Context: an optimization exercise on an open-source flow, tuned for small area. The choices shown serve that exercise and are no tape-out recipe.
The RTL was checked by simulation tests, not by an equivalence proof against the original design.
Power figures rest on the tool's default switching activity, not on a simulated workload.

$ cat design/flow/run.sh
#!/bin/bash
# synth_recipe.tcl (not shown) runs the flow's synth.tcl, then flattens the netlist and writes it again
# the make line also repeats each setting of config.mk as NAME=value (left out here)
make -C /OpenROAD-flow-scripts/flow DESIGN_CONFIG=/design/flow/config.mk WORK_HOME=/design/flow/orfs CLKGATE_MAP_FILE= SYNTH_SCRIPT=/design/flow/synth_recipe.tcl finish
$ cat design/flow/config.mk
export PLATFORM = sky130hd
export DESIGN_NAME = boron_round_key_store
export DESIGN_NICKNAME = boron_round_key_store
export VERILOG_FILES = /design/flow/design.v
export SDC_FILE = /design/flow/constraint.sdc
export NUM_CORES = 4
export LEC_CHECK = 0
export ABC_AREA = 1
export CAP_MARGIN = 20
export CORE_MARGIN = 2
export CORE_UTILIZATION = 40
export SLEW_MARGIN = 20
$ cat design/flow/constraint.sdc
create_clock -name core_clock -period 5.0 [get_ports {clk}]
set_input_delay 1.0000 -clock core_clock [delete_from_list [all_inputs] [get_ports {clk}]]
set_output_delay 1.0000 -clock core_clock [all_outputs]
set_load 0.01 [all_outputs]
$ cat design/flow/design.v
module boron_round_key_store #(
  parameter int Key_Bit_Size     = 80,
  parameter int Number_of_Rounds = 26
) (
  input  logic                    clk,
  input  logic                    reset,
  input  logic                    key_load,
  input  logic [Key_Bit_Size-1:0] Key,
  input  logic [4:0]              rk_idx,
  output logic [63:0]             round_key,
  output logic                    busy,
  output logic                    ready
);
  function automatic logic [3:0] sbox(input logic [3:0] x);
    logic [3:0] y;
    case (x)
      4'h0: y = 4'hE;
      4'h1: y = 4'h4;
      4'h2: y = 4'hB;
      4'h3: y = 4'h1;
      4'h4: y = 4'h7;
      4'h5: y = 4'h9;
      4'h6: y = 4'hC;
      4'h7: y = 4'hA;
      4'h8: y = 4'hD;
      4'h9: y = 4'h2;
      4'hA: y = 4'h0;
      4'hB: y = 4'hF;
      4'hC: y = 4'h8;
      4'hD: y = 4'h5;
      4'hE: y = 4'h3;
      default: y = 4'h6;
    endcase
    sbox = y;
  endfunction
  logic [79:0] k_q;
  logic        busy_q, ready_q;
  logic [4:0]  c_q;
  logic        accept;
  assign accept = key_load & ~busy_q;
  always_ff @(posedge clk) begin
    if (reset) begin
      busy_q  <= 1'b0;
      ready_q <= 1'b0;
    end else if (accept) begin
      busy_q  <= 1'b1;
      ready_q <= 1'b0;
    end else if (busy_q && c_q == 5'd25) begin
      busy_q  <= 1'b0;
      ready_q <= 1'b1;
    end
  end
  always_ff @(posedge clk) begin
    if (accept) c_q <= 5'd0;
    else        c_q <= c_q + 5'd1;
  end
  always_ff @(posedge clk) begin
    if (!reset && accept) k_q <= Key;
  end
  assign busy  = busy_q;
  assign ready = ready_q;
  logic [3:0] s1, s2, s3, s4, s5, s6, s7, s8, s9, s10, s11, s12, s13, s14, s15, s16, s17, s18, s19, s20, s21, s22, s23, s24, s25;
  assign s1 = sbox({k_q[70], k_q[69], k_q[68], k_q[67]});
  assign s2 = sbox({k_q[57], k_q[56], k_q[55], k_q[54]});
  assign s3 = sbox({k_q[44], k_q[43], k_q[42], k_q[41]});
  assign s4 = sbox({k_q[31], k_q[30], k_q[29], k_q[28]});
  assign s5 = sbox({k_q[18], k_q[17], k_q[16], k_q[15]});
  assign s6 = sbox({k_q[5], k_q[4], k_q[3], k_q[2]});
  assign s7 = sbox({k_q[72], k_q[71], s1[3], s1[2]});
  assign s8 = sbox({k_q[59], k_q[58], s2[3], s2[2]});
  assign s9 = sbox({~k_q[46], k_q[45], s3[3], s3[2]});
  assign s10 = sbox({k_q[33], k_q[32], s4[3], s4[2]});
  assign s11 = sbox({~k_q[20], k_q[19], s5[3], s5[2]});
  assign s12 = sbox({k_q[7], k_q[6], s6[3], s6[2]});
  assign s13 = sbox({~k_q[74], k_q[73], s7[3], s7[2]});
  assign s14 = sbox({k_q[61], k_q[60], s8[3], s8[2]});
  assign s15 = sbox({~k_q[48], k_q[47], s9[3], s9[2]});
  assign s16 = sbox({k_q[35], ~k_q[34], s10[3], s10[2]});
  assign s17 = sbox({~k_q[22], ~k_q[21], s11[3], s11[2]});
  assign s18 = sbox({~k_q[9], k_q[8], s12[3], s12[2]});
  assign s19 = sbox({k_q[76], k_q[75], s13[3], s13[2]});
  assign s20 = sbox({~k_q[63], ~k_q[62], s14[3], s14[2]});
  assign s21 = sbox({k_q[50], ~k_q[49], s15[3], s15[2]});
  assign s22 = sbox({k_q[37], k_q[36], s16[3], s16[2]});
  assign s23 = sbox({~k_q[24], k_q[23], s17[3], s17[2]});
  assign s24 = sbox({k_q[11], ~k_q[10], s18[3], s18[2]});
  assign s25 = sbox({~k_q[78], ~k_q[77], s19[3], s19[2]});
  logic [4:0] r;
  assign r = rk_idx;
  logic ge1;
  assign ge1 = (r == 5'd1) | (r == 5'd2) | (r == 5'd3) | (r == 5'd4) | (r == 5'd5) | (r == 5'd6) | (r == 5'd7) | (r == 5'd8) | (r == 5'd9) | (r == 5'd10) | (r == 5'd11) | (r == 5'd12) | (r == 5'd13) | (r == 5'd14) | (r == 5'd15) | (r == 5'd16) | (r == 5'd17) | (r == 5'd18) | (r == 5'd19) | (r == 5'd20) | (r == 5'd21) | (r == 5'd22) | (r == 5'd23) | (r == 5'd24) | (r == 5'd25) | (r == 5'd26) | (r == 5'd27) | (r == 5'd28) | (r == 5'd29) | (r == 5'd30) | (r == 5'd31);
  logic ge2;
  assign ge2 = (r == 5'd2) | (r == 5'd3) | (r == 5'd4) | (r == 5'd5) | (r == 5'd6) | (r == 5'd7) | (r == 5'd8) | (r == 5'd9) | (r == 5'd10) | (r == 5'd11) | (r == 5'd12) | (r == 5'd13) | (r == 5'd14) | (r == 5'd15) | (r == 5'd16) | (r == 5'd17) | (r == 5'd18) | (r == 5'd19) | (r == 5'd20) | (r == 5'd21) | (r == 5'd22) | (r == 5'd23) | (r == 5'd24) | (r == 5'd25) | (r == 5'd26) | (r == 5'd27) | (r == 5'd28) | (r == 5'd29) | (r == 5'd30) | (r == 5'd31);
  logic ge3;
  assign ge3 = (r == 5'd3) | (r == 5'd4) | (r == 5'd5) | (r == 5'd6) | (r == 5'd7) | (r == 5'd8) | (r == 5'd9) | (r == 5'd10) | (r == 5'd11) | (r == 5'd12) | (r == 5'd13) | (r == 5'd14) | (r == 5'd15) | (r == 5'd16) | (r == 5'd17) | (r == 5'd18) | (r == 5'd19) | (r == 5'd20) | (r == 5'd21) | (r == 5'd22) | (r == 5'd23) | (r == 5'd24) | (r == 5'd25) | (r == 5'd26) | (r == 5'd27) | (r == 5'd28) | (r == 5'd29) | (r == 5'd30) | (r == 5'd31);
  logic ge4;
  assign ge4 = (r == 5'd4) | (r == 5'd5) | (r == 5'd6) | (r == 5'd7) | (r == 5'd8) | (r == 5'd9) | (r == 5'd10) | (r == 5'd11) | (r == 5'd12) | (r == 5'd13) | (r == 5'd14) | (r == 5'd15) | (r == 5'd16) | (r == 5'd17) | (r == 5'd18) | (r == 5'd19) | (r == 5'd20) | (r == 5'd21) | (r == 5'd22) | (r == 5'd23) | (r == 5'd24) | (r == 5'd25) | (r == 5'd26) | (r == 5'd27) | (r == 5'd28) | (r == 5'd29) | (r == 5'd30) | (r == 5'd31);
  logic ge5;
  assign ge5 = (r == 5'd5) | (r == 5'd6) | (r == 5'd7) | (r == 5'd8) | (r == 5'd9) | (r == 5'd10) | (r == 5'd11) | (r == 5'd12) | (r == 5'd13) | (r == 5'd14) | (r == 5'd15) | (r == 5'd16) | (r == 5'd17) | (r == 5'd18) | (r == 5'd19) | (r == 5'd20) | (r == 5'd21) | (r == 5'd22) | (r == 5'd23) | (r == 5'd24) | (r == 5'd25) | (r == 5'd26) | (r == 5'd27) | (r == 5'd28) | (r == 5'd29) | (r == 5'd30) | (r == 5'd31);
  logic ge6;
  assign ge6 = (r == 5'd6) | (r == 5'd7) | (r == 5'd8) | (r == 5'd9) | (r == 5'd10) | (r == 5'd11) | (r == 5'd12) | (r == 5'd13) | (r == 5'd14) | (r == 5'd15) | (r == 5'd16) | (r == 5'd17) | (r == 5'd18) | (r == 5'd19) | (r == 5'd20) | (r == 5'd21) | (r == 5'd22) | (r == 5'd23) | (r == 5'd24) | (r == 5'd25) | (r == 5'd26) | (r == 5'd27) | (r == 5'd28) | (r == 5'd29) | (r == 5'd30) | (r == 5'd31);
  logic ge7;
  assign ge7 = (r == 5'd7) | (r == 5'd8) | (r == 5'd9) | (r == 5'd10) | (r == 5'd11) | (r == 5'd12) | (r == 5'd13) | (r == 5'd14) | (r == 5'd15) | (r == 5'd16) | (r == 5'd17) | (r == 5'd18) | (r == 5'd19) | (r == 5'd20) | (r == 5'd21) | (r == 5'd22) | (r == 5'd23) | (r == 5'd24) | (r == 5'd25) | (r == 5'd26) | (r == 5'd27) | (r == 5'd28) | (r == 5'd29) | (r == 5'd30) | (r == 5'd31);
  logic ge8;
  assign ge8 = (r == 5'd8) | (r == 5'd9) | (r == 5'd10) | (r == 5'd11) | (r == 5'd12) | (r == 5'd13) | (r == 5'd14) | (r == 5'd15) | (r == 5'd16) | (r == 5'd17) | (r == 5'd18) | (r == 5'd19) | (r == 5'd20) | (r == 5'd21) | (r == 5'd22) | (r == 5'd23) | (r == 5'd24) | (r == 5'd25) | (r == 5'd26) | (r == 5'd27) | (r == 5'd28) | (r == 5'd29) | (r == 5'd30) | (r == 5'd31);
  logic ge9;
  assign ge9 = (r == 5'd9) | (r == 5'd10) | (r == 5'd11) | (r == 5'd12) | (r == 5'd13) | (r == 5'd14) | (r == 5'd15) | (r == 5'd16) | (r == 5'd17) | (r == 5'd18) | (r == 5'd19) | (r == 5'd20) | (r == 5'd21) | (r == 5'd22) | (r == 5'd23) | (r == 5'd24) | (r == 5'd25) | (r == 5'd26) | (r == 5'd27) | (r == 5'd28) | (r == 5'd29) | (r == 5'd30) | (r == 5'd31);
  logic ge10;
  assign ge10 = (r == 5'd10) | (r == 5'd11) | (r == 5'd12) | (r == 5'd13) | (r == 5'd14) | (r == 5'd15) | (r == 5'd16) | (r == 5'd17) | (r == 5'd18) | (r == 5'd19) | (r == 5'd20) | (r == 5'd21) | (r == 5'd22) | (r == 5'd23) | (r == 5'd24) | (r == 5'd25) | (r == 5'd26) | (r == 5'd27) | (r == 5'd28) | (r == 5'd29) | (r == 5'd30) | (r == 5'd31);
  logic ge11;
  assign ge11 = (r == 5'd11) | (r == 5'd12) | (r == 5'd13) | (r == 5'd14) | (r == 5'd15) | (r == 5'd16) | (r == 5'd17) | (r == 5'd18) | (r == 5'd19) | (r == 5'd20) | (r == 5'd21) | (r == 5'd22) | (r == 5'd23) | (r == 5'd24) | (r == 5'd25) | (r == 5'd26) | (r == 5'd27) | (r == 5'd28) | (r == 5'd29) | (r == 5'd30) | (r == 5'd31);
  logic ge12;
  assign ge12 = (r == 5'd12) | (r == 5'd13) | (r == 5'd14) | (r == 5'd15) | (r == 5'd16) | (r == 5'd17) | (r == 5'd18) | (r == 5'd19) | (r == 5'd20) | (r == 5'd21) | (r == 5'd22) | (r == 5'd23) | (r == 5'd24) | (r == 5'd25) | (r == 5'd26) | (r == 5'd27) | (r == 5'd28) | (r == 5'd29) | (r == 5'd30) | (r == 5'd31);
  logic ge13;
  assign ge13 = (r == 5'd13) | (r == 5'd14) | (r == 5'd15) | (r == 5'd16) | (r == 5'd17) | (r == 5'd18) | (r == 5'd19) | (r == 5'd20) | (r == 5'd21) | (r == 5'd22) | (r == 5'd23) | (r == 5'd24) | (r == 5'd25) | (r == 5'd26) | (r == 5'd27) | (r == 5'd28) | (r == 5'd29) | (r == 5'd30) | (r == 5'd31);
  logic ge14;
  assign ge14 = (r == 5'd14) | (r == 5'd15) | (r == 5'd16) | (r == 5'd17) | (r == 5'd18) | (r == 5'd19) | (r == 5'd20) | (r == 5'd21) | (r == 5'd22) | (r == 5'd23) | (r == 5'd24) | (r == 5'd25) | (r == 5'd26) | (r == 5'd27) | (r == 5'd28) | (r == 5'd29) | (r == 5'd30) | (r == 5'd31);
  logic ge15;
  assign ge15 = (r == 5'd15) | (r == 5'd16) | (r == 5'd17) | (r == 5'd18) | (r == 5'd19) | (r == 5'd20) | (r == 5'd21) | (r == 5'd22) | (r == 5'd23) | (r == 5'd24) | (r == 5'd25) | (r == 5'd26) | (r == 5'd27) | (r == 5'd28) | (r == 5'd29) | (r == 5'd30) | (r == 5'd31);
  logic ge16;
  assign ge16 = (r == 5'd16) | (r == 5'd17) | (r == 5'd18) | (r == 5'd19) | (r == 5'd20) | (r == 5'd21) | (r == 5'd22) | (r == 5'd23) | (r == 5'd24) | (r == 5'd25) | (r == 5'd26) | (r == 5'd27) | (r == 5'd28) | (r == 5'd29) | (r == 5'd30) | (r == 5'd31);
  logic ge17;
  assign ge17 = (r == 5'd17) | (r == 5'd18) | (r == 5'd19) | (r == 5'd20) | (r == 5'd21) | (r == 5'd22) | (r == 5'd23) | (r == 5'd24) | (r == 5'd25) | (r == 5'd26) | (r == 5'd27) | (r == 5'd28) | (r == 5'd29) | (r == 5'd30) | (r == 5'd31);
  logic ge18;
  assign ge18 = (r == 5'd18) | (r == 5'd19) | (r == 5'd20) | (r == 5'd21) | (r == 5'd22) | (r == 5'd23) | (r == 5'd24) | (r == 5'd25) | (r == 5'd26) | (r == 5'd27) | (r == 5'd28) | (r == 5'd29) | (r == 5'd30) | (r == 5'd31);
  logic ge19;
  assign ge19 = (r == 5'd19) | (r == 5'd20) | (r == 5'd21) | (r == 5'd22) | (r == 5'd23) | (r == 5'd24) | (r == 5'd25) | (r == 5'd26) | (r == 5'd27) | (r == 5'd28) | (r == 5'd29) | (r == 5'd30) | (r == 5'd31);
  logic ge20;
  assign ge20 = (r == 5'd20) | (r == 5'd21) | (r == 5'd22) | (r == 5'd23) | (r == 5'd24) | (r == 5'd25) | (r == 5'd26) | (r == 5'd27) | (r == 5'd28) | (r == 5'd29) | (r == 5'd30) | (r == 5'd31);
  logic ge21;
  assign ge21 = (r == 5'd21) | (r == 5'd22) | (r == 5'd23) | (r == 5'd24) | (r == 5'd25) | (r == 5'd26) | (r == 5'd27) | (r == 5'd28) | (r == 5'd29) | (r == 5'd30) | (r == 5'd31);
  logic ge22;
  assign ge22 = (r == 5'd22) | (r == 5'd23) | (r == 5'd24) | (r == 5'd25) | (r == 5'd26) | (r == 5'd27) | (r == 5'd28) | (r == 5'd29) | (r == 5'd30) | (r == 5'd31);
  logic ge23;
  assign ge23 = (r == 5'd23) | (r == 5'd24) | (r == 5'd25) | (r == 5'd26) | (r == 5'd27) | (r == 5'd28) | (r == 5'd29) | (r == 5'd30) | (r == 5'd31);
  logic ge24;
  assign ge24 = (r == 5'd24) | (r == 5'd25) | (r == 5'd26) | (r == 5'd27) | (r == 5'd28) | (r == 5'd29) | (r == 5'd30) | (r == 5'd31);
  logic ge25;
  assign ge25 = (r == 5'd25) | (r == 5'd26) | (r == 5'd27) | (r == 5'd28) | (r == 5'd29) | (r == 5'd30) | (r == 5'd31);
  logic sel_c0;
  assign sel_c0 = (r == 5'd0) | (r == 5'd3) | (r == 5'd6) | (r == 5'd9) | (r == 5'd12) | (r == 5'd15) | (r == 5'd18) | (r == 5'd21) | (r == 5'd24);
  logic sel_c1;
  assign sel_c1 = (r == 5'd1) | (r == 5'd4) | (r == 5'd7) | (r == 5'd10) | (r == 5'd13) | (r == 5'd16) | (r == 5'd19) | (r == 5'd22) | (r == 5'd25);
  logic sel_c2;
  assign sel_c2 = (r == 5'd2) | (r == 5'd5) | (r == 5'd8) | (r == 5'd11) | (r == 5'd14) | (r == 5'd17) | (r == 5'd20) | (r == 5'd23);
  logic sel_b0;
  assign sel_b0 = ~reset & ((r == 5'd0) | (r == 5'd1) | (r == 5'd2) | (r == 5'd9) | (r == 5'd10) | (r == 5'd11) | (r == 5'd18) | (r == 5'd19) | (r == 5'd20));
  logic sel_b1;
  assign sel_b1 = ~reset & ((r == 5'd3) | (r == 5'd4) | (r == 5'd5) | (r == 5'd12) | (r == 5'd13) | (r == 5'd14) | (r == 5'd21) | (r == 5'd22) | (r == 5'd23));
  logic sel_b2;
  assign sel_b2 = ~reset & ((r == 5'd6) | (r == 5'd7) | (r == 5'd8) | (r == 5'd15) | (r == 5'd16) | (r == 5'd17) | (r == 5'd24) | (r == 5'd25));
  logic sel_a0;
  assign sel_a0 = (r == 5'd0) | (r == 5'd1) | (r == 5'd2) | (r == 5'd3) | (r == 5'd4) | (r == 5'd5) | (r == 5'd6) | (r == 5'd7) | (r == 5'd8);
  logic sel_a1;
  assign sel_a1 = (r == 5'd9) | (r == 5'd10) | (r == 5'd11) | (r == 5'd12) | (r == 5'd13) | (r == 5'd14) | (r == 5'd15) | (r == 5'd16) | (r == 5'd17);
  logic sel_a2;
  assign sel_a2 = (r == 5'd18) | (r == 5'd19) | (r == 5'd20) | (r == 5'd21) | (r == 5'd22) | (r == 5'd23) | (r == 5'd24) | (r == 5'd25);
  logic v_0, v_1, v_2, v_3, v_4, v_5, v_6, v_7, v_8, v_9, v_10, v_11, v_12, v_13, v_14, v_15, v_16, v_17, v_18, v_19, v_20, v_21, v_22, v_23, v_24, v_25, v_26, v_27, v_28, v_29, v_30, v_31, v_32, v_33, v_34, v_35, v_36, v_37, v_38, v_39, v_40, v_41, v_42, v_43, v_44, v_45, v_46, v_47, v_48, v_49, v_50, v_51, v_52, v_53, v_54, v_55, v_56, v_57, v_58, v_59, v_60, v_61, v_62, v_63, v_64, v_65, v_66, v_67, v_68, v_69, v_70, v_71, v_72, v_73, v_74, v_75, v_76, v_77, v_78, v_79;
  assign v_0 = ge23 ? ~k_q[0] : (k_q[0]);
  assign v_1 = ge23 ? ~k_q[1] : (k_q[1]);
  assign v_2 = ge23 ? s6[0] : (ge17 ? ~s6[0] : (ge6 ? s6[0] : (k_q[2])));
  assign v_3 = ge6 ? s6[1] : (k_q[3]);
  assign v_4 = ge23 ? ~s12[0] : (ge12 ? s12[0] : (ge6 ? s6[2] : (k_q[4])));
  assign v_5 = ge12 ? s12[1] : (ge6 ? s6[3] : (k_q[5]));
  assign v_6 = ge18 ? s18[0] : (ge12 ? s12[2] : (k_q[6]));
  assign v_7 = ge18 ? s18[1] : (ge12 ? s12[3] : (k_q[7]));
  assign v_8 = ge24 ? s24[0] : (ge18 ? s18[2] : (k_q[8]));
  assign v_9 = ge24 ? s24[1] : (ge18 ? s18[3] : (ge4 ? ~k_q[9] : (k_q[9])));
  assign v_10 = ge24 ? s24[2] : (ge10 ? ~k_q[10] : (k_q[10]));
  assign v_11 = ge24 ? s24[3] : (k_q[11]);
  assign v_12 = ge10 ? ~k_q[12] : (k_q[12]);
  assign v_13 = k_q[13];
  assign v_14 = ge22 ? ~k_q[14] : (k_q[14]);
  assign v_15 = ge22 ? s5[0] : (ge16 ? ~s5[0] : (ge5 ? s5[0] : (k_q[15])));
  assign v_16 = ge5 ? s5[1] : (k_q[16]);
  assign v_17 = ge22 ? ~s11[0] : (ge11 ? s11[0] : (ge5 ? s5[2] : (k_q[17])));
  assign v_18 = ge11 ? s11[1] : (ge5 ? s5[3] : (k_q[18]));
  assign v_19 = ge17 ? s17[0] : (ge11 ? s11[2] : (k_q[19]));
  assign v_20 = ge17 ? s17[1] : (ge11 ? s11[3] : (ge3 ? ~k_q[20] : (k_q[20])));
  assign v_21 = ge23 ? s23[0] : (ge17 ? s17[2] : (ge3 ? ~k_q[21] : (k_q[21])));
  assign v_22 = ge23 ? s23[1] : (ge17 ? s17[3] : (ge9 ? ~k_q[22] : (k_q[22])));
  assign v_23 = ge23 ? s23[2] : (k_q[23]);
  assign v_24 = ge23 ? s23[3] : (ge15 ? ~k_q[24] : (k_q[24]));
  assign v_25 = ge15 ? k_q[25] : (ge9 ? ~k_q[25] : (k_q[25]));
  assign v_26 = ge21 ? k_q[26] : (ge15 ? ~k_q[26] : (k_q[26]));
  assign v_27 = ge15 ? ~k_q[27] : (k_q[27]);
  assign v_28 = ge21 ? ~s4[0] : (ge4 ? s4[0] : (k_q[28]));
  assign v_29 = ge4 ? s4[1] : (k_q[29]);
  assign v_30 = ge21 ? ~s10[0] : (ge10 ? s10[0] : (ge4 ? s4[2] : (k_q[30])));
  assign v_31 = ge10 ? s10[1] : (ge4 ? s4[3] : (k_q[31]));
  assign v_32 = ge16 ? s16[0] : (ge10 ? s10[2] : (k_q[32]));
  assign v_33 = ge16 ? s16[1] : (ge10 ? s10[3] : (k_q[33]));
  assign v_34 = ge22 ? s22[0] : (ge16 ? s16[2] : (ge2 ? ~k_q[34] : (k_q[34])));
  assign v_35 = ge22 ? s22[1] : (ge16 ? s16[3] : (k_q[35]));
  assign v_36 = ge22 ? s22[2] : (k_q[36]);
  assign v_37 = ge22 ? s22[3] : (k_q[37]);
  assign v_38 = ge14 ? k_q[38] : (ge8 ? ~k_q[38] : (k_q[38]));
  assign v_39 = ge14 ? ~k_q[39] : (k_q[39]);
  assign v_40 = ge14 ? ~k_q[40] : (k_q[40]);
  assign v_41 = ge20 ? ~s3[0] : (ge3 ? s3[0] : (k_q[41]));
  assign v_42 = ge3 ? s3[1] : (k_q[42]);
  assign v_43 = ge20 ? ~s9[0] : (ge9 ? s9[0] : (ge3 ? s3[2] : (k_q[43])));
  assign v_44 = ge9 ? s9[1] : (ge3 ? s3[3] : (k_q[44]));
  assign v_45 = ge15 ? s15[0] : (ge9 ? s9[2] : (k_q[45]));
  assign v_46 = ge15 ? s15[1] : (ge9 ? s9[3] : (ge1 ? ~k_q[46] : (k_q[46])));
  assign v_47 = ge21 ? s21[0] : (ge15 ? s15[2] : (k_q[47]));
  assign v_48 = ge21 ? s21[1] : (ge15 ? s15[3] : (ge7 ? ~k_q[48] : (k_q[48])));
  assign v_49 = ge21 ? s21[2] : (ge7 ? ~k_q[49] : (k_q[49]));
  assign v_50 = ge21 ? s21[3] : (ge13 ? k_q[50] : (ge7 ? ~k_q[50] : (k_q[50])));
  assign v_51 = k_q[51];
  assign v_52 = ge19 ? k_q[52] : (ge13 ? ~k_q[52] : (k_q[52]));
  assign v_53 = ge19 ? k_q[53] : (ge13 ? ~k_q[53] : (k_q[53]));
  assign v_54 = ge25 ? ~s2[0] : (ge2 ? s2[0] : (k_q[54]));
  assign v_55 = ge2 ? s2[1] : (k_q[55]);
  assign v_56 = ge19 ? ~s8[0] : (ge8 ? s8[0] : (ge2 ? s2[2] : (k_q[56])));
  assign v_57 = ge25 ? ~s8[1] : (ge8 ? s8[1] : (ge2 ? s2[3] : (k_q[57])));
  assign v_58 = ge25 ? ~s14[0] : (ge14 ? s14[0] : (ge8 ? s8[2] : (k_q[58])));
  assign v_59 = ge14 ? s14[1] : (ge8 ? s8[3] : (k_q[59]));
  assign v_60 = ge20 ? s20[0] : (ge14 ? s14[2] : (k_q[60]));
  assign v_61 = ge20 ? s20[1] : (ge14 ? s14[3] : (k_q[61]));
  assign v_62 = ge20 ? s20[2] : (ge6 ? ~k_q[62] : (k_q[62]));
  assign v_63 = ge20 ? s20[3] : (ge6 ? ~k_q[63] : (k_q[63]));
  assign v_64 = k_q[64];
  assign v_65 = ge12 ? ~k_q[65] : (k_q[65]);
  assign v_66 = ge18 ? k_q[66] : (ge12 ? ~k_q[66] : (k_q[66]));
  assign v_67 = s1[0];
  assign v_68 = s1[1];
  assign v_69 = ge18 ? ~s7[0] : (ge7 ? s7[0] : (s1[2]));
  assign v_70 = ge24 ? ~s7[1] : (ge7 ? s7[1] : (s1[3]));
  assign v_71 = ge24 ? ~s13[0] : (ge13 ? s13[0] : (ge7 ? s7[2] : (k_q[71])));
  assign v_72 = ge13 ? s13[1] : (ge7 ? s7[3] : (k_q[72]));
  assign v_73 = ge19 ? s19[0] : (ge13 ? s13[2] : (k_q[73]));
  assign v_74 = ge19 ? s19[1] : (ge13 ? s13[3] : (ge5 ? ~k_q[74] : (k_q[74])));
  assign v_75 = ge25 ? s25[0] : (ge19 ? s19[2] : (k_q[75]));
  assign v_76 = ge25 ? s25[1] : (ge19 ? s19[3] : (ge11 ? k_q[76] : (ge5 ? ~k_q[76] : (k_q[76]))));
  assign v_77 = ge25 ? s25[2] : (ge11 ? ~k_q[77] : (k_q[77]));
  assign v_78 = ge25 ? s25[3] : (ge17 ? ~k_q[78] : (k_q[78]));
  assign v_79 = ge11 ? ~k_q[79] : (k_q[79]);
  logic x1_0, x1_1, x1_2, x1_3, x1_4, x1_5, x1_6, x1_7, x1_8, x1_9, x1_10, x1_11, x1_12, x1_13, x1_14, x1_15, x1_16, x1_17, x1_18, x1_19, x1_20, x1_21, x1_22, x1_23, x1_24, x1_25, x1_26, x1_27, x1_28, x1_29, x1_30, x1_31, x1_32, x1_33, x1_34, x1_35, x1_36, x1_37, x1_38, x1_39, x1_40, x1_41, x1_42, x1_43, x1_44, x1_45, x1_46, x1_47, x1_48, x1_49, x1_50, x1_51, x1_52, x1_53, x1_54, x1_55, x1_56, x1_57, x1_58, x1_59, x1_60, x1_61, x1_62, x1_63, x1_64, x1_65, x1_66, x1_67, x1_68, x1_69, x1_70, x1_71, x1_72, x1_73, x1_74, x1_75, x1_76, x1_77, x1_78, x1_79;
  assign x1_0 = (sel_c0 & v_0) | (sel_c1 & v_67) | (sel_c2 & v_54);
  assign x1_1 = (sel_c0 & v_1) | (sel_c1 & v_68) | (sel_c2 & v_55);
  assign x1_2 = (sel_c0 & v_2) | (sel_c1 & v_69) | (sel_c2 & v_56);
  assign x1_3 = (sel_c0 & v_3) | (sel_c1 & v_70) | (sel_c2 & v_57);
  assign x1_4 = (sel_c0 & v_4) | (sel_c1 & v_71) | (sel_c2 & v_58);
  assign x1_5 = (sel_c0 & v_5) | (sel_c1 & v_72) | (sel_c2 & v_59);
  assign x1_6 = (sel_c0 & v_6) | (sel_c1 & v_73) | (sel_c2 & v_60);
  assign x1_7 = (sel_c0 & v_7) | (sel_c1 & v_74) | (sel_c2 & v_61);
  assign x1_8 = (sel_c0 & v_8) | (sel_c1 & v_75) | (sel_c2 & v_62);
  assign x1_9 = (sel_c0 & v_9) | (sel_c1 & v_76) | (sel_c2 & v_63);
  assign x1_10 = (sel_c0 & v_10) | (sel_c1 & v_77) | (sel_c2 & v_64);
  assign x1_11 = (sel_c0 & v_11) | (sel_c1 & v_78) | (sel_c2 & v_65);
  assign x1_12 = (sel_c0 & v_12) | (sel_c1 & v_79) | (sel_c2 & v_66);
  assign x1_13 = (sel_c0 & v_13) | (sel_c1 & v_0) | (sel_c2 & v_67);
  assign x1_14 = (sel_c0 & v_14) | (sel_c1 & v_1) | (sel_c2 & v_68);
  assign x1_15 = (sel_c0 & v_15) | (sel_c1 & v_2) | (sel_c2 & v_69);
  assign x1_16 = (sel_c0 & v_16) | (sel_c1 & v_3) | (sel_c2 & v_70);
  assign x1_17 = (sel_c0 & v_17) | (sel_c1 & v_4) | (sel_c2 & v_71);
  assign x1_18 = (sel_c0 & v_18) | (sel_c1 & v_5) | (sel_c2 & v_72);
  assign x1_19 = (sel_c0 & v_19) | (sel_c1 & v_6) | (sel_c2 & v_73);
  assign x1_20 = (sel_c0 & v_20) | (sel_c1 & v_7) | (sel_c2 & v_74);
  assign x1_21 = (sel_c0 & v_21) | (sel_c1 & v_8) | (sel_c2 & v_75);
  assign x1_22 = (sel_c0 & v_22) | (sel_c1 & v_9) | (sel_c2 & v_76);
  assign x1_23 = (sel_c0 & v_23) | (sel_c1 & v_10) | (sel_c2 & v_77);
  assign x1_24 = (sel_c0 & v_24) | (sel_c1 & v_11) | (sel_c2 & v_78);
  assign x1_25 = (sel_c0 & v_25) | (sel_c1 & v_12) | (sel_c2 & v_79);
  assign x1_26 = (sel_c0 & v_26) | (sel_c1 & v_13) | (sel_c2 & v_0);
  assign x1_27 = (sel_c0 & v_27) | (sel_c1 & v_14) | (sel_c2 & v_1);
  assign x1_28 = (sel_c0 & v_28) | (sel_c1 & v_15) | (sel_c2 & v_2);
  assign x1_29 = (sel_c0 & v_29) | (sel_c1 & v_16) | (sel_c2 & v_3);
  assign x1_30 = (sel_c0 & v_30) | (sel_c1 & v_17) | (sel_c2 & v_4);
  assign x1_31 = (sel_c0 & v_31) | (sel_c1 & v_18) | (sel_c2 & v_5);
  assign x1_32 = (sel_c0 & v_32) | (sel_c1 & v_19) | (sel_c2 & v_6);
  assign x1_33 = (sel_c0 & v_33) | (sel_c1 & v_20) | (sel_c2 & v_7);
  assign x1_34 = (sel_c0 & v_34) | (sel_c1 & v_21) | (sel_c2 & v_8);
  assign x1_35 = (sel_c0 & v_35) | (sel_c1 & v_22) | (sel_c2 & v_9);
  assign x1_36 = (sel_c0 & v_36) | (sel_c1 & v_23) | (sel_c2 & v_10);
  assign x1_37 = (sel_c0 & v_37) | (sel_c1 & v_24) | (sel_c2 & v_11);
  assign x1_38 = (sel_c0 & v_38) | (sel_c1 & v_25) | (sel_c2 & v_12);
  assign x1_39 = (sel_c0 & v_39) | (sel_c1 & v_26) | (sel_c2 & v_13);
  assign x1_40 = (sel_c0 & v_40) | (sel_c1 & v_27) | (sel_c2 & v_14);
  assign x1_41 = (sel_c0 & v_41) | (sel_c1 & v_28) | (sel_c2 & v_15);
  assign x1_42 = (sel_c0 & v_42) | (sel_c1 & v_29) | (sel_c2 & v_16);
  assign x1_43 = (sel_c0 & v_43) | (sel_c1 & v_30) | (sel_c2 & v_17);
  assign x1_44 = (sel_c0 & v_44) | (sel_c1 & v_31) | (sel_c2 & v_18);
  assign x1_45 = (sel_c0 & v_45) | (sel_c1 & v_32) | (sel_c2 & v_19);
  assign x1_46 = (sel_c0 & v_46) | (sel_c1 & v_33) | (sel_c2 & v_20);
  assign x1_47 = (sel_c0 & v_47) | (sel_c1 & v_34) | (sel_c2 & v_21);
  assign x1_48 = (sel_c0 & v_48) | (sel_c1 & v_35) | (sel_c2 & v_22);
  assign x1_49 = (sel_c0 & v_49) | (sel_c1 & v_36) | (sel_c2 & v_23);
  assign x1_50 = (sel_c0 & v_50) | (sel_c1 & v_37) | (sel_c2 & v_24);
  assign x1_51 = (sel_c0 & v_51) | (sel_c1 & v_38) | (sel_c2 & v_25);
  assign x1_52 = (sel_c0 & v_52) | (sel_c1 & v_39) | (sel_c2 & v_26);
  assign x1_53 = (sel_c0 & v_53) | (sel_c1 & v_40) | (sel_c2 & v_27);
  assign x1_54 = (sel_c0 & v_54) | (sel_c1 & v_41) | (sel_c2 & v_28);
  assign x1_55 = (sel_c0 & v_55) | (sel_c1 & v_42) | (sel_c2 & v_29);
  assign x1_56 = (sel_c0 & v_56) | (sel_c1 & v_43) | (sel_c2 & v_30);
  assign x1_57 = (sel_c0 & v_57) | (sel_c1 & v_44) | (sel_c2 & v_31);
  assign x1_58 = (sel_c0 & v_58) | (sel_c1 & v_45) | (sel_c2 & v_32);
  assign x1_59 = (sel_c0 & v_59) | (sel_c1 & v_46) | (sel_c2 & v_33);
  assign x1_60 = (sel_c0 & v_60) | (sel_c1 & v_47) | (sel_c2 & v_34);
  assign x1_61 = (sel_c0 & v_61) | (sel_c1 & v_48) | (sel_c2 & v_35);
  assign x1_62 = (sel_c0 & v_62) | (sel_c1 & v_49) | (sel_c2 & v_36);
  assign x1_63 = (sel_c0 & v_63) | (sel_c1 & v_50) | (sel_c2 & v_37);
  assign x1_64 = (sel_c0 & v_64) | (sel_c1 & v_51) | (sel_c2 & v_38);
  assign x1_65 = (sel_c0 & v_65) | (sel_c1 & v_52) | (sel_c2 & v_39);
  assign x1_66 = (sel_c0 & v_66) | (sel_c1 & v_53) | (sel_c2 & v_40);
  assign x1_67 = (sel_c0 & v_67) | (sel_c1 & v_54) | (sel_c2 & v_41);
  assign x1_68 = (sel_c0 & v_68) | (sel_c1 & v_55) | (sel_c2 & v_42);
  assign x1_69 = (sel_c0 & v_69) | (sel_c1 & v_56) | (sel_c2 & v_43);
  assign x1_70 = (sel_c0 & v_70) | (sel_c1 & v_57) | (sel_c2 & v_44);
  assign x1_71 = (sel_c0 & v_71) | (sel_c1 & v_58) | (sel_c2 & v_45);
  assign x1_72 = (sel_c0 & v_72) | (sel_c1 & v_59) | (sel_c2 & v_46);
  assign x1_73 = (sel_c0 & v_73) | (sel_c1 & v_60) | (sel_c2 & v_47);
  assign x1_74 = (sel_c0 & v_74) | (sel_c1 & v_61) | (sel_c2 & v_48);
  assign x1_75 = (sel_c0 & v_75) | (sel_c1 & v_62) | (sel_c2 & v_49);
  assign x1_76 = (sel_c0 & v_76) | (sel_c1 & v_63) | (sel_c2 & v_50);
  assign x1_77 = (sel_c0 & v_77) | (sel_c1 & v_64) | (sel_c2 & v_51);
  assign x1_78 = (sel_c0 & v_78) | (sel_c1 & v_65) | (sel_c2 & v_52);
  assign x1_79 = (sel_c0 & v_79) | (sel_c1 & v_66) | (sel_c2 & v_53);
  logic x2_0, x2_1, x2_2, x2_3, x2_4, x2_5, x2_6, x2_7, x2_8, x2_9, x2_10, x2_11, x2_12, x2_13, x2_14, x2_15, x2_16, x2_17, x2_18, x2_19, x2_20, x2_21, x2_22, x2_23, x2_24, x2_25, x2_26, x2_27, x2_28, x2_29, x2_30, x2_31, x2_32, x2_33, x2_34, x2_35, x2_36, x2_37, x2_38, x2_39, x2_40, x2_41, x2_42, x2_43, x2_44, x2_45, x2_46, x2_47, x2_48, x2_49, x2_50, x2_51, x2_52, x2_53, x2_54, x2_55, x2_56, x2_57, x2_58, x2_59, x2_60, x2_61, x2_62, x2_63, x2_64, x2_65, x2_66, x2_67, x2_68, x2_69, x2_70, x2_71, x2_72, x2_73, x2_74, x2_75, x2_76, x2_77, x2_78, x2_79;
  assign x2_0 = (sel_b0 & x1_0) | (sel_b1 & x1_41) | (sel_b2 & x1_2);
  assign x2_1 = (sel_b0 & x1_1) | (sel_b1 & x1_42) | (sel_b2 & x1_3);
  assign x2_2 = (sel_b0 & x1_2) | (sel_b1 & x1_43) | (sel_b2 & x1_4);
  assign x2_3 = (sel_b0 & x1_3) | (sel_b1 & x1_44) | (sel_b2 & x1_5);
  assign x2_4 = (sel_b0 & x1_4) | (sel_b1 & x1_45) | (sel_b2 & x1_6);
  assign x2_5 = (sel_b0 & x1_5) | (sel_b1 & x1_46) | (sel_b2 & x1_7);
  assign x2_6 = (sel_b0 & x1_6) | (sel_b1 & x1_47) | (sel_b2 & x1_8);
  assign x2_7 = (sel_b0 & x1_7) | (sel_b1 & x1_48) | (sel_b2 & x1_9);
  assign x2_8 = (sel_b0 & x1_8) | (sel_b1 & x1_49) | (sel_b2 & x1_10);
  assign x2_9 = (sel_b0 & x1_9) | (sel_b1 & x1_50) | (sel_b2 & x1_11);
  assign x2_10 = (sel_b0 & x1_10) | (sel_b1 & x1_51) | (sel_b2 & x1_12);
  assign x2_11 = (sel_b0 & x1_11) | (sel_b1 & x1_52) | (sel_b2 & x1_13);
  assign x2_12 = (sel_b0 & x1_12) | (sel_b1 & x1_53) | (sel_b2 & x1_14);
  assign x2_13 = (sel_b0 & x1_13) | (sel_b1 & x1_54) | (sel_b2 & x1_15);
  assign x2_14 = (sel_b0 & x1_14) | (sel_b1 & x1_55) | (sel_b2 & x1_16);
  assign x2_15 = (sel_b0 & x1_15) | (sel_b1 & x1_56) | (sel_b2 & x1_17);
  assign x2_16 = (sel_b0 & x1_16) | (sel_b1 & x1_57) | (sel_b2 & x1_18);
  assign x2_17 = (sel_b0 & x1_17) | (sel_b1 & x1_58) | (sel_b2 & x1_19);
  assign x2_18 = (sel_b0 & x1_18) | (sel_b1 & x1_59) | (sel_b2 & x1_20);
  assign x2_19 = (sel_b0 & x1_19) | (sel_b1 & x1_60) | (sel_b2 & x1_21);
  assign x2_20 = (sel_b0 & x1_20) | (sel_b1 & x1_61) | (sel_b2 & x1_22);
  assign x2_21 = (sel_b0 & x1_21) | (sel_b1 & x1_62) | (sel_b2 & x1_23);
  assign x2_22 = (sel_b0 & x1_22) | (sel_b1 & x1_63) | (sel_b2 & x1_24);
  assign x2_23 = (sel_b0 & x1_23) | (sel_b1 & x1_64) | (sel_b2 & x1_25);
  assign x2_24 = (sel_b0 & x1_24) | (sel_b1 & x1_65) | (sel_b2 & x1_26);
  assign x2_25 = (sel_b0 & x1_25) | (sel_b1 & x1_66) | (sel_b2 & x1_27);
  assign x2_26 = (sel_b0 & x1_26) | (sel_b1 & x1_67) | (sel_b2 & x1_28);
  assign x2_27 = (sel_b0 & x1_27) | (sel_b1 & x1_68) | (sel_b2 & x1_29);
  assign x2_28 = (sel_b0 & x1_28) | (sel_b1 & x1_69) | (sel_b2 & x1_30);
  assign x2_29 = (sel_b0 & x1_29) | (sel_b1 & x1_70) | (sel_b2 & x1_31);
  assign x2_30 = (sel_b0 & x1_30) | (sel_b1 & x1_71) | (sel_b2 & x1_32);
  assign x2_31 = (sel_b0 & x1_31) | (sel_b1 & x1_72) | (sel_b2 & x1_33);
  assign x2_32 = (sel_b0 & x1_32) | (sel_b1 & x1_73) | (sel_b2 & x1_34);
  assign x2_33 = (sel_b0 & x1_33) | (sel_b1 & x1_74) | (sel_b2 & x1_35);
  assign x2_34 = (sel_b0 & x1_34) | (sel_b1 & x1_75) | (sel_b2 & x1_36);
  assign x2_35 = (sel_b0 & x1_35) | (sel_b1 & x1_76) | (sel_b2 & x1_37);
  assign x2_36 = (sel_b0 & x1_36) | (sel_b1 & x1_77) | (sel_b2 & x1_38);
  assign x2_37 = (sel_b0 & x1_37) | (sel_b1 & x1_78) | (sel_b2 & x1_39);
  assign x2_38 = (sel_b0 & x1_38) | (sel_b1 & x1_79) | (sel_b2 & x1_40);
  assign x2_39 = (sel_b0 & x1_39) | (sel_b1 & x1_0) | (sel_b2 & x1_41);
  assign x2_40 = (sel_b0 & x1_40) | (sel_b1 & x1_1) | (sel_b2 & x1_42);
  assign x2_41 = (sel_b0 & x1_41) | (sel_b1 & x1_2) | (sel_b2 & x1_43);
  assign x2_42 = (sel_b0 & x1_42) | (sel_b1 & x1_3) | (sel_b2 & x1_44);
  assign x2_43 = (sel_b0 & x1_43) | (sel_b1 & x1_4) | (sel_b2 & x1_45);
  assign x2_44 = (sel_b0 & x1_44) | (sel_b1 & x1_5) | (sel_b2 & x1_46);
  assign x2_45 = (sel_b0 & x1_45) | (sel_b1 & x1_6) | (sel_b2 & x1_47);
  assign x2_46 = (sel_b0 & x1_46) | (sel_b1 & x1_7) | (sel_b2 & x1_48);
  assign x2_47 = (sel_b0 & x1_47) | (sel_b1 & x1_8) | (sel_b2 & x1_49);
  assign x2_48 = (sel_b0 & x1_48) | (sel_b1 & x1_9) | (sel_b2 & x1_50);
  assign x2_49 = (sel_b0 & x1_49) | (sel_b1 & x1_10) | (sel_b2 & x1_51);
  assign x2_50 = (sel_b0 & x1_50) | (sel_b1 & x1_11) | (sel_b2 & x1_52);
  assign x2_51 = (sel_b0 & x1_51) | (sel_b1 & x1_12) | (sel_b2 & x1_53);
  assign x2_52 = (sel_b0 & x1_52) | (sel_b1 & x1_13) | (sel_b2 & x1_54);
  assign x2_53 = (sel_b0 & x1_53) | (sel_b1 & x1_14) | (sel_b2 & x1_55);
  assign x2_54 = (sel_b0 & x1_54) | (sel_b1 & x1_15) | (sel_b2 & x1_56);
  assign x2_55 = (sel_b0 & x1_55) | (sel_b1 & x1_16) | (sel_b2 & x1_57);
  assign x2_56 = (sel_b0 & x1_56) | (sel_b1 & x1_17) | (sel_b2 & x1_58);
  assign x2_57 = (sel_b0 & x1_57) | (sel_b1 & x1_18) | (sel_b2 & x1_59);
  assign x2_58 = (sel_b0 & x1_58) | (sel_b1 & x1_19) | (sel_b2 & x1_60);
  assign x2_59 = (sel_b0 & x1_59) | (sel_b1 & x1_20) | (sel_b2 & x1_61);
  assign x2_60 = (sel_b0 & x1_60) | (sel_b1 & x1_21) | (sel_b2 & x1_62);
  assign x2_61 = (sel_b0 & x1_61) | (sel_b1 & x1_22) | (sel_b2 & x1_63);
  assign x2_62 = (sel_b0 & x1_62) | (sel_b1 & x1_23) | (sel_b2 & x1_64);
  assign x2_63 = (sel_b0 & x1_63) | (sel_b1 & x1_24) | (sel_b2 & x1_65);
  assign x2_64 = (sel_b0 & x1_64) | (sel_b1 & x1_25) | (sel_b2 & x1_66);
  assign x2_65 = (sel_b0 & x1_65) | (sel_b1 & x1_26) | (sel_b2 & x1_67);
  assign x2_66 = (sel_b0 & x1_66) | (sel_b1 & x1_27) | (sel_b2 & x1_68);
  assign x2_67 = (sel_b0 & x1_67) | (sel_b1 & x1_28) | (sel_b2 & x1_69);
  assign x2_68 = (sel_b0 & x1_68) | (sel_b1 & x1_29) | (sel_b2 & x1_70);
  assign x2_69 = (sel_b0 & x1_69) | (sel_b1 & x1_30) | (sel_b2 & x1_71);
  assign x2_70 = (sel_b0 & x1_70) | (sel_b1 & x1_31) | (sel_b2 & x1_72);
  assign x2_71 = (sel_b0 & x1_71) | (sel_b1 & x1_32) | (sel_b2 & x1_73);
  assign x2_72 = (sel_b0 & x1_72) | (sel_b1 & x1_33) | (sel_b2 & x1_74);
  assign x2_73 = (sel_b0 & x1_73) | (sel_b1 & x1_34) | (sel_b2 & x1_75);
  assign x2_74 = (sel_b0 & x1_74) | (sel_b1 & x1_35) | (sel_b2 & x1_76);
  assign x2_75 = (sel_b0 & x1_75) | (sel_b1 & x1_36) | (sel_b2 & x1_77);
  assign x2_76 = (sel_b0 & x1_76) | (sel_b1 & x1_37) | (sel_b2 & x1_78);
  assign x2_77 = (sel_b0 & x1_77) | (sel_b1 & x1_38) | (sel_b2 & x1_79);
  assign x2_78 = (sel_b0 & x1_78) | (sel_b1 & x1_39) | (sel_b2 & x1_0);
  assign x2_79 = (sel_b0 & x1_79) | (sel_b1 & x1_40) | (sel_b2 & x1_1);
  logic x3_0, x3_1, x3_2, x3_3, x3_4, x3_5, x3_6, x3_7, x3_8, x3_9, x3_10, x3_11, x3_12, x3_13, x3_14, x3_15, x3_16, x3_17, x3_18, x3_19, x3_20, x3_21, x3_22, x3_23, x3_24, x3_25, x3_26, x3_27, x3_28, x3_29, x3_30, x3_31, x3_32, x3_33, x3_34, x3_35, x3_36, x3_37, x3_38, x3_39, x3_40, x3_41, x3_42, x3_43, x3_44, x3_45, x3_46, x3_47, x3_48, x3_49, x3_50, x3_51, x3_52, x3_53, x3_54, x3_55, x3_56, x3_57, x3_58, x3_59, x3_60, x3_61, x3_62, x3_63, x3_64, x3_65, x3_66, x3_67, x3_68, x3_69, x3_70, x3_71, x3_72, x3_73, x3_74, x3_75, x3_76, x3_77, x3_78, x3_79;
  assign x3_0 = (sel_a0 & x2_0) | (sel_a1 & x2_43) | (sel_a2 & x2_6);
  assign x3_1 = (sel_a0 & x2_1) | (sel_a1 & x2_44) | (sel_a2 & x2_7);
  assign x3_2 = (sel_a0 & x2_2) | (sel_a1 & x2_45) | (sel_a2 & x2_8);
  assign x3_3 = (sel_a0 & x2_3) | (sel_a1 & x2_46) | (sel_a2 & x2_9);
  assign x3_4 = (sel_a0 & x2_4) | (sel_a1 & x2_47) | (sel_a2 & x2_10);
  assign x3_5 = (sel_a0 & x2_5) | (sel_a1 & x2_48) | (sel_a2 & x2_11);
  assign x3_6 = (sel_a0 & x2_6) | (sel_a1 & x2_49) | (sel_a2 & x2_12);
  assign x3_7 = (sel_a0 & x2_7) | (sel_a1 & x2_50) | (sel_a2 & x2_13);
  assign x3_8 = (sel_a0 & x2_8) | (sel_a1 & x2_51) | (sel_a2 & x2_14);
  assign x3_9 = (sel_a0 & x2_9) | (sel_a1 & x2_52) | (sel_a2 & x2_15);
  assign x3_10 = (sel_a0 & x2_10) | (sel_a1 & x2_53) | (sel_a2 & x2_16);
  assign x3_11 = (sel_a0 & x2_11) | (sel_a1 & x2_54) | (sel_a2 & x2_17);
  assign x3_12 = (sel_a0 & x2_12) | (sel_a1 & x2_55) | (sel_a2 & x2_18);
  assign x3_13 = (sel_a0 & x2_13) | (sel_a1 & x2_56) | (sel_a2 & x2_19);
  assign x3_14 = (sel_a0 & x2_14) | (sel_a1 & x2_57) | (sel_a2 & x2_20);
  assign x3_15 = (sel_a0 & x2_15) | (sel_a1 & x2_58) | (sel_a2 & x2_21);
  assign x3_16 = (sel_a0 & x2_16) | (sel_a1 & x2_59) | (sel_a2 & x2_22);
  assign x3_17 = (sel_a0 & x2_17) | (sel_a1 & x2_60) | (sel_a2 & x2_23);
  assign x3_18 = (sel_a0 & x2_18) | (sel_a1 & x2_61) | (sel_a2 & x2_24);
  assign x3_19 = (sel_a0 & x2_19) | (sel_a1 & x2_62) | (sel_a2 & x2_25);
  assign x3_20 = (sel_a0 & x2_20) | (sel_a1 & x2_63) | (sel_a2 & x2_26);
  assign x3_21 = (sel_a0 & x2_21) | (sel_a1 & x2_64) | (sel_a2 & x2_27);
  assign x3_22 = (sel_a0 & x2_22) | (sel_a1 & x2_65) | (sel_a2 & x2_28);
  assign x3_23 = (sel_a0 & x2_23) | (sel_a1 & x2_66) | (sel_a2 & x2_29);
  assign x3_24 = (sel_a0 & x2_24) | (sel_a1 & x2_67) | (sel_a2 & x2_30);
  assign x3_25 = (sel_a0 & x2_25) | (sel_a1 & x2_68) | (sel_a2 & x2_31);
  assign x3_26 = (sel_a0 & x2_26) | (sel_a1 & x2_69) | (sel_a2 & x2_32);
  assign x3_27 = (sel_a0 & x2_27) | (sel_a1 & x2_70) | (sel_a2 & x2_33);
  assign x3_28 = (sel_a0 & x2_28) | (sel_a1 & x2_71) | (sel_a2 & x2_34);
  assign x3_29 = (sel_a0 & x2_29) | (sel_a1 & x2_72) | (sel_a2 & x2_35);
  assign x3_30 = (sel_a0 & x2_30) | (sel_a1 & x2_73) | (sel_a2 & x2_36);
  assign x3_31 = (sel_a0 & x2_31) | (sel_a1 & x2_74) | (sel_a2 & x2_37);
  assign x3_32 = (sel_a0 & x2_32) | (sel_a1 & x2_75) | (sel_a2 & x2_38);
  assign x3_33 = (sel_a0 & x2_33) | (sel_a1 & x2_76) | (sel_a2 & x2_39);
  assign x3_34 = (sel_a0 & x2_34) | (sel_a1 & x2_77) | (sel_a2 & x2_40);
  assign x3_35 = (sel_a0 & x2_35) | (sel_a1 & x2_78) | (sel_a2 & x2_41);
  assign x3_36 = (sel_a0 & x2_36) | (sel_a1 & x2_79) | (sel_a2 & x2_42);
  assign x3_37 = (sel_a0 & x2_37) | (sel_a1 & x2_0) | (sel_a2 & x2_43);
  assign x3_38 = (sel_a0 & x2_38) | (sel_a1 & x2_1) | (sel_a2 & x2_44);
  assign x3_39 = (sel_a0 & x2_39) | (sel_a1 & x2_2) | (sel_a2 & x2_45);
  assign x3_40 = (sel_a0 & x2_40) | (sel_a1 & x2_3) | (sel_a2 & x2_46);
  assign x3_41 = (sel_a0 & x2_41) | (sel_a1 & x2_4) | (sel_a2 & x2_47);
  assign x3_42 = (sel_a0 & x2_42) | (sel_a1 & x2_5) | (sel_a2 & x2_48);
  assign x3_43 = (sel_a0 & x2_43) | (sel_a1 & x2_6) | (sel_a2 & x2_49);
  assign x3_44 = (sel_a0 & x2_44) | (sel_a1 & x2_7) | (sel_a2 & x2_50);
  assign x3_45 = (sel_a0 & x2_45) | (sel_a1 & x2_8) | (sel_a2 & x2_51);
  assign x3_46 = (sel_a0 & x2_46) | (sel_a1 & x2_9) | (sel_a2 & x2_52);
  assign x3_47 = (sel_a0 & x2_47) | (sel_a1 & x2_10) | (sel_a2 & x2_53);
  assign x3_48 = (sel_a0 & x2_48) | (sel_a1 & x2_11) | (sel_a2 & x2_54);
  assign x3_49 = (sel_a0 & x2_49) | (sel_a1 & x2_12) | (sel_a2 & x2_55);
  assign x3_50 = (sel_a0 & x2_50) | (sel_a1 & x2_13) | (sel_a2 & x2_56);
  assign x3_51 = (sel_a0 & x2_51) | (sel_a1 & x2_14) | (sel_a2 & x2_57);
  assign x3_52 = (sel_a0 & x2_52) | (sel_a1 & x2_15) | (sel_a2 & x2_58);
  assign x3_53 = (sel_a0 & x2_53) | (sel_a1 & x2_16) | (sel_a2 & x2_59);
  assign x3_54 = (sel_a0 & x2_54) | (sel_a1 & x2_17) | (sel_a2 & x2_60);
  assign x3_55 = (sel_a0 & x2_55) | (sel_a1 & x2_18) | (sel_a2 & x2_61);
  assign x3_56 = (sel_a0 & x2_56) | (sel_a1 & x2_19) | (sel_a2 & x2_62);
  assign x3_57 = (sel_a0 & x2_57) | (sel_a1 & x2_20) | (sel_a2 & x2_63);
  assign x3_58 = (sel_a0 & x2_58) | (sel_a1 & x2_21) | (sel_a2 & x2_64);
  assign x3_59 = (sel_a0 & x2_59) | (sel_a1 & x2_22) | (sel_a2 & x2_65);
  assign x3_60 = (sel_a0 & x2_60) | (sel_a1 & x2_23) | (sel_a2 & x2_66);
  assign x3_61 = (sel_a0 & x2_61) | (sel_a1 & x2_24) | (sel_a2 & x2_67);
  assign x3_62 = (sel_a0 & x2_62) | (sel_a1 & x2_25) | (sel_a2 & x2_68);
  assign x3_63 = (sel_a0 & x2_63) | (sel_a1 & x2_26) | (sel_a2 & x2_69);
  assign x3_64 = 1'b0;
  assign x3_65 = 1'b0;
  assign x3_66 = 1'b0;
  assign x3_67 = 1'b0;
  assign x3_68 = 1'b0;
  assign x3_69 = 1'b0;
  assign x3_70 = 1'b0;
  assign x3_71 = 1'b0;
  assign x3_72 = 1'b0;
  assign x3_73 = 1'b0;
  assign x3_74 = 1'b0;
  assign x3_75 = 1'b0;
  assign x3_76 = 1'b0;
  assign x3_77 = 1'b0;
  assign x3_78 = 1'b0;
  assign x3_79 = 1'b0;
  always_ff @(posedge clk) begin
    round_key <= {x3_63, x3_62, x3_61, x3_60, x3_59, x3_58, x3_57, x3_56, x3_55, x3_54, x3_53, x3_52, x3_51, x3_50, x3_49, x3_48, x3_47, x3_46, x3_45, x3_44, x3_43, x3_42, x3_41, x3_40, x3_39, x3_38, x3_37, x3_36, x3_35, x3_34, x3_33, x3_32, x3_31, x3_30, x3_29, x3_28, x3_27, x3_26, x3_25, x3_24, x3_23, x3_22, x3_21, x3_20, x3_19, x3_18, x3_17, x3_16, x3_15, x3_14, x3_13, x3_12, x3_11, x3_10, x3_9, x3_8, x3_7, x3_6, x3_5, x3_4, x3_3, x3_2, x3_1, x3_0};
  end
endmodule
==> notes.md <==
==> logic make-up after synthesis <==
logic type / count (synthesis)
compound gates: 318
fa+ha+maj: 41
buf+inv: 308
xor+xnor: 27
flops: 175
mux: 3
simple gates: 1518
==> flip-flops by register name (all words and copies together) (netlist names) <==
name	cells
round_key	64
s5	4
busy_q	1
s1	4
k_q	80
s3	4
s2	4
s4	4
s6	4
ready_q	1
c_q	5
==> critical path: cells and delay by family, from the launching register on <==
family,cells,cell delay (ps)
and+or+nand+nor,18,1950
DFF,1,380
AOI/OAI and AO/OA,4,590
adders and majority gates,4,1330
buffers and inverters,3,220
==> layout make-up <==
type | instances | share of cell area (%)
Tap cell | 468 | 3.390
Clock buffer | 19 | 2.753
Clock inverter | 13 | 0.7099
Timing Repair Buffer | 182 | 10.34
Sequential cell | 175 | 24.92
Inverter | 224 | 4.933
Multi-Input combinational cell | 1907 | 52.95
==> worst min-delay path by stage <==
stage,start,depth (start not counted),endpoint
final,c_q[0],1,c_q[0]
after CTS,c_q[0],1,c_q[0]
after floorplan,c_q[0],1,c_q[0]
after global placement,c_q[0],1,c_q[0]
after detailed placement,c_q[0],1,c_q[0]
after global routing,c_q[0],1,c_q[0]
==> power groups by stage <==
stage | Clock [uW] | Combinational (uW) | Sequential [uW]
3_5_place_dp | 0 | 2050 | 1770
2_1_floorplan | 0 | 1210 | 1780
3_3_place_gp | 0 | 2040 | 1770
4_1_cts | 1410 | 2060 | 1740
5_1_grt | 1470 | 2290 | 1750
6_report | 1380 | 2100 | 1730
==> per-layer routing <==
layer	up-vias	wire length [um]	global-route usage, %
met4	0	2106	12.37
met1	7493	26660	41.77
met3	105	4213	5.398
met2	665	27250	51.09
li1	8000	-	-
met5	-	0	0
==> synthesized netlist by cell type (13+ instances only) <==
cell type / instances
a21oi_1: 74
a22oi_1: 17
buf_2: 31
clkbuf_1: 33
dfxtp_1: 95
edfxtp_1: 80
ha_1: 41
inv_1: 190
inv_2: 29
nand2_1: 1026
nand2_2: 17
nand3_1: 306
nor2_1: 102
nor2_2: 13
o211ai_1: 36
o21ai_0: 110
o21ai_1: 27
or2_2: 17
xor2_1: 15
==> stage by stage <==
step	setup slack [ps]	area, sq um	cells	hold slack, ps
global route	53.65	17270	2988	499.0
detailed placement	223.0	16670	2956	459.1
global placement	225.3	16670	2956	450.5
CTS	437.5	17270	2988	475.1
floorplan	1117	14720	2390	433.3
finish	389.6	17270	2988	467.0
==> flow_metrics.py <==
metrics = {
    "routing": {
        "vias": 16263,
        "ant_nets": 0,
        "drcViolationCount": 0,
        "drt_iter0_drc": 1646,
        "routedWlPerCell_um": 20.16,
        "drt-total-wl_um": 60230,
        "dr.pass1.iters": 6,
        "vias_per_cell": 5.443,
    },
    "critical_path": {
        "r2r_cells": 29,
        "reg2reg_slack_ps": 390,
        "crit_path_max_incr_delay_ps": 380,
        "cp.required_ps": 5350,
        "crit_end": "round_key[7]",
        "crit_slowest_cell": "dfxtp_1",
        "worstPathMaxFanout": 4,
        "path_class": "register to register",
        "cp.arrival_ps": 4960,
        "critPathMostFrequentCell": "nand2_1",
        "regToRegEndpoint": "round_key[7]",
        "cp-end-kind": "register",
        "start_kind": "register",
        "rr_startpoint": "s1[2]",
        "startpoint": "s1[2]",
    },
    "timing": {
        "tns_ps": 0,
        "min_period_ps": 4610,
        "fin_crit_sh_pct": 92.21,
        "slew_violations": 0,
        "rsz0062_at_grt": "false",
        "finalHoldViolCount": 0,
        "worst_pin_slew_ps": 909.8,
        "max_slew_margin_pct": 38.71,
        "max_clock_freq_mhz": 216.9,
        "setup_viol": 0,
        "fin_skew_ps": 15.21,
    },
    "cts": {
        "insertion_delay_ps": 490,
        "cts_hold_buf": 0,
        "cts_tree": "built",
        "cts_buffer_depth": 2,
        "cts_made_buffers": 17,
        "cts_resized": 0,
        "clk_pin_slew_ps": 70,
        "postCtsSetupRepairBufs": 0,
        "cts_sinks": 175,
        "h-tree-depth": 4,
        "cts_root_buf": "clkbuf_16",
    },
    "power": {
        "power_frac_comb_pct": 40.3,
        "total_power_uw": 5211,
        "pwr-share-clk_pct": 26.4,
        "p_leak_uw": 0.008251,
        "p_per_area_nw_per_um2": 301.7,
        "pwr-share-seq_pct": 33.3,
        "p_int_uw": 3086,
        "p_switching_uw": 2126,
        "ir_drop_mv": 0.2665,
        "sw_frac_of_total_pct": 40.79,
    },
    "synth": {
        "synth_flop_cell": "dfxtp_1",
        "syn_nets": 2519,
        "syn_area_per_cell_sq_um": 6.158,
        "synth.mux.area_fraction_pct": 0.2040,
        "synth-adder-area-share_pct": 3.486,
        "synth_edf_count": 80,
        "synth_top_family_by_area": "simple AND/OR/NAND/NOR gates",
        "synth_compound_area_share_pct": 13.10,
        "async_flop_share_pct": 0,
        "synth-xor-area-share_pct": 1.658,
        "synth.distinct_cells": 56,
        "synthesis.area_sq_um": 14720,
        "synthSimpleGateAreaFrac_pct": 43.64,
        "synth-seq-cells": 175,
        "synth.top_cell.area_share_pct": 26.17,
        "synth_cells": 2390,
        "yosysWarnings": 1,
        "yosysTopAreaCell": "nand2_1",
        "synth-seq-area-share_pct": 29.24,
        "post_synth_main_area_contributors": "nand2_1, edfxtp_1, dfxtp_1",
    },
    "global_route": {
        "grt_pass1_wl_um": 90560,
        "grt_max_degree": 77,
        "grtUsageTotal_pct": 31.48,
        "gr-total-overflow": 0,
        "grt_pass1_vias": 14910,
        "antenna_found_initial": 0,
    },
    "floorplan": {
        "core_sq_um": 36430,
        "die_w_um": 195.8,
        "die_y_um": 195.8,
        "ioPinCount": 154,
        "start_util_pct": 40.39,
        "design.die.area_sq_um": 38350,
        "rows": 70,
    },
    "finish": {
        "multi_input_area_sq_um": 9145,
        "drive_gt1_share_pct": 7.262,
        "layout.nets": 2636,
        "fillCellCount": 3852,
        "n_antenna_cell": 0,
        "utilization_pct": 47.40,
        "area_growth_pct": 17.35,
        "layout.cells.most_common": "nand2_1",
        "mostFrequentLayoutCells": "nand2_1, nand3_1, inv_1",
        "regArea_sq_um": 4304,
    },
    "place": {
        "port_buffers": 153,
        "hpwl_um": 48760,
        "place.gp.congestion": 1.050,
    },
    "outcome": {
        "outcome": "finished clean",
    },
    "min_path": {
        "hp-class": "register to register",
    },
    "job": {
        "drv_cap": 0,
    },
}

==> what the ideal ports hide <==
No port has a modelled driver above. Below, the same layout with a new extraction and two added sets of constraints.
Step 1 sets driving cells, clkbuf_16 on the clock port and buf_2 on the other inputs (assumed; they add their load-dependent delay and slew).
Step 2 adds t to the input delays and takes it off the output delays; t is the mean of the earliest and latest rising clock arrival at the registers after step 1. Input paths then give back, and output paths get back, about the clock's delay inside the block.
Slacks: ideal ports / drivers / drivers and shift; pairs: ideal ports / drivers.
shift t [ns]: 0.537
setup WS [ns]: 0.390 / 0.390 / 0.055
pins driven straight from the clock port: 1
After both steps this run still meets setup and hold. For this run, drivers alone change the setup slack by 0.000 ns; drivers and shift together by -0.335 ns.
